This is an optimization exercise on Yosys and OpenROAD, whose aim is small area, a short achievable clock period and few clock cycles per item, not a production implementation.
Only simulation tests tie the RTL to the original design; equivalence was not proved.
Power and IR drop assume default switching activity.

== run 1 ==
## link_reconnect_backoff_controller
module link_reconnect_backoff_controller (
    input  logic                          clk,
    input  logic                          rst_n,
    input  logic                          cfg_wr_en,
    input  logic [lrb_pkg::CFG_IDX_W-1:0] cfg_index,
    input  logic [lrb_pkg::MS_W-1:0]      cfg_wr_data,
    input  logic                          items_valid,
    output logic                          items_ready,
    input  logic [2:0]                    items_mode,
    input  logic [lrb_pkg::TIME_W-1:0]    items_now_ms,
    input  logic                          items_link_up,
    input  logic                          items_have_credentials,
    input  logic                          items_scan_busy,
    output logic                          results_valid,
    input  logic                          results_ready,
    output logic                          results_cmd_connect,
    output logic                          results_cmd_disconnect,
    output logic                          results_notify_up,
    output logic                          results_notify_down,
    output logic                          results_attempt_active,
    output logic [lrb_pkg::TIME_W-1:0]    results_event_epoch,
    output logic [lrb_pkg::MS_W-1:0]      results_current_backoff_ms
);
clock: 7.5 ns
lec_check: 0
cap_margin: 20
core_margin: 2
core_utilization: 40
cts_buf_list: sky130_fd_sc_hd__clkbuf_8
cts_cluster_diameter: 200
cts_cluster_size: 16
setup_slack_margin: 3.5
slew_margin: 20
standard.sh (not shown) runs the stock make flow with config.mk's settings and CLKGATE_MAP_FILE= SYNTH_SCRIPT=/design/flow/synth_recipe.tcl, a recipe that flattens the netlist after the stock synthesis.
==> flow/flow/run.sh <==
#!/bin/bash
# The standard layout, with two changes:
# - the smallest plain buffer as the port buffer (every port is still buffered; the
#   standard flow picks a delay cell, and the footprint-matched resizing keeps it);
# - no separate half/full adder extraction before ABC maps the logic (the same
#   synthesis otherwise, so the same registers with the same names and cells).
set -euo pipefail
export BUFFER_PORTS_ARGS="-buffer_cell sky130_fd_sc_hd__buf_1"
export ADDER_MAP_FILE=
bash standard.sh > standard.log 2>&1
Testbench counts of run 1, summed over its fixed seeds: cycles 12,016, items 12,000.
The inputs of run 2 differ from those of run 1 as listed below.
# run 1
export LEC_CHECK = 0
export CAP_MARGIN = 20
export CORE_MARGIN = 2
export CORE_UTILIZATION = 40
export CTS_BUF_LIST = sky130_fd_sc_hd__clkbuf_8
export CTS_CLUSTER_DIAMETER = 200
export CTS_CLUSTER_SIZE = 16
export SETUP_SLACK_MARGIN = 3.5
export SLEW_MARGIN = 20
create_clock -name core_clock -period 7.5 [get_ports {clk}]
# run 2
export LEC_CHECK = 0
export CAP_MARGIN = 20
export CORE_MARGIN = 2
export CORE_UTILIZATION = 55
export CTS_CLUSTER_DIAMETER = 200
export CTS_CLUSTER_SIZE = 20
export SETUP_SLACK_MARGIN = 3.5
export SLEW_MARGIN = 20
create_clock -name core_clock -period 7.5 [get_ports {clk}]
--- outcome ---
- Compared with run 1, total power draw in run 2 increased by a few percent.
- Run 1 → run 2: final area did not really move, utilization after layout now sits higher, fraction of power consumed by the clock network now sits higher.
Modified inputs, run 3 compared to run 2
# run 2
export LEC_CHECK = 0
export CAP_MARGIN = 20
export CORE_MARGIN = 2
export CORE_UTILIZATION = 55
export CTS_CLUSTER_DIAMETER = 200
export CTS_CLUSTER_SIZE = 20
export SETUP_SLACK_MARGIN = 3.5
export SLEW_MARGIN = 20
create_clock -name core_clock -period 7.5 [get_ports {clk}]
# run 3
export LEC_CHECK = 0
export CAP_MARGIN = 20
export CORE_MARGIN = 2
export CORE_UTILIZATION = 40
export CTS_CLUSTER_DIAMETER = 200
export CTS_CLUSTER_SIZE = 25
export SETUP_SLACK_MARGIN = 3.5
export SLEW_MARGIN = 20
create_clock -name core_clock -period 7.5 [get_ports {clk}]
==> summary.txt <==
Taking run 2 as the reference, in run 3 clock period minus final worst setup slack now sits lower, worst setup slack went up by 0.069 ns, area after synthesis flat.
Inputs modified between run 3 and run 4:
# run 3
export LEC_CHECK = 0
export CAP_MARGIN = 20
export CORE_MARGIN = 2
export CORE_UTILIZATION = 40
export CTS_CLUSTER_DIAMETER = 200
export CTS_CLUSTER_SIZE = 25
export SETUP_SLACK_MARGIN = 3.5
export SLEW_MARGIN = 20
create_clock -name core_clock -period 7.5 [get_ports {clk}]
# run 4
export LEC_CHECK = 0
export CAP_MARGIN = 10
export CORE_MARGIN = 2
export CORE_UTILIZATION = 40
export SETUP_SLACK_MARGIN = 3.5
export SLEW_MARGIN = 10
create_clock -name core_clock -period 7.5 [get_ports {clk}]
==> comparison <==
The run showing the smaller count of buffer and inverter cells on the critical path is run 3.
Run 4 vs run 3 on diode insertion count for antenna repair: run 4 is the higher one.
Run 4 vs. run 3: met2 routing resource usage after global routing went up by 0.35 points.
Routed wire length on run 4 is behind run 3.
The power of the clock network of run 4 exceeds that of run 3 by about 70%.
Proportion of total power due to net switching for run 4: 1.8 points down relative to run 3
Run 3 vs run 4, launch point of the worst path: s1_item_reg[2]$_DFFE_PP_ vs s1_item_reg[35]$_DFFE_PP_
Portion of total power attributed to the clock network ended up 7.3 points higher on run 4 than on run 3.
Summary — met1 global-route usage, run 4 relative to run 3: higher, by 0.33 points.
Between run 4 and run 3, the final-report max-slew violation count does not differ in any meaningful way.

## separate check: timing with driven ports
How much do the figures lean on ideal ports? The routed layouts below were timed once more, with nothing changed but the port constraints.
Step 1, drivers: a clkbuf_16 drives clk and a buf_2 each remaining input, both assumed.
Step 2 moves the port delays by t, midway between the first and last clock arrival at a register: inputs arrive t later, outputs are due t later. That takes back most of the time a late clock gives input paths.
a / b / c = ideal ports / drivers / drivers and shift; a / b = the first two.
| run | t, ns | setup WS [ns] | worst setup path after step 2 | latest minus earliest clock arrival (ns) | cell pins on the clock port's net |
|---|---|---|---|---|---|
| run 1 | 0.607 | 3.545 / 3.545 / 3.259 | input to register | 0.022 / 0.021 | 1 |
| run 2 | 0.557 | 3.481 / 3.481 / 3.215 | input to register | 0.026 / 0.026 | 1 |
| run 3 | 0.561 | 3.550 / 3.550 / 3.254 | input to register | 0.029 / 0.028 | 1 |
| run 4 | 0.618 | 3.547 / 3.547 / 3.219 | input to register | 0.009 / 0.010 | 1 |
After both steps setup and hold are still met in every run listed. The setup slack of run 4, which loses most, moves by 0.000 ns with the drivers and by -0.328 ns with both steps.
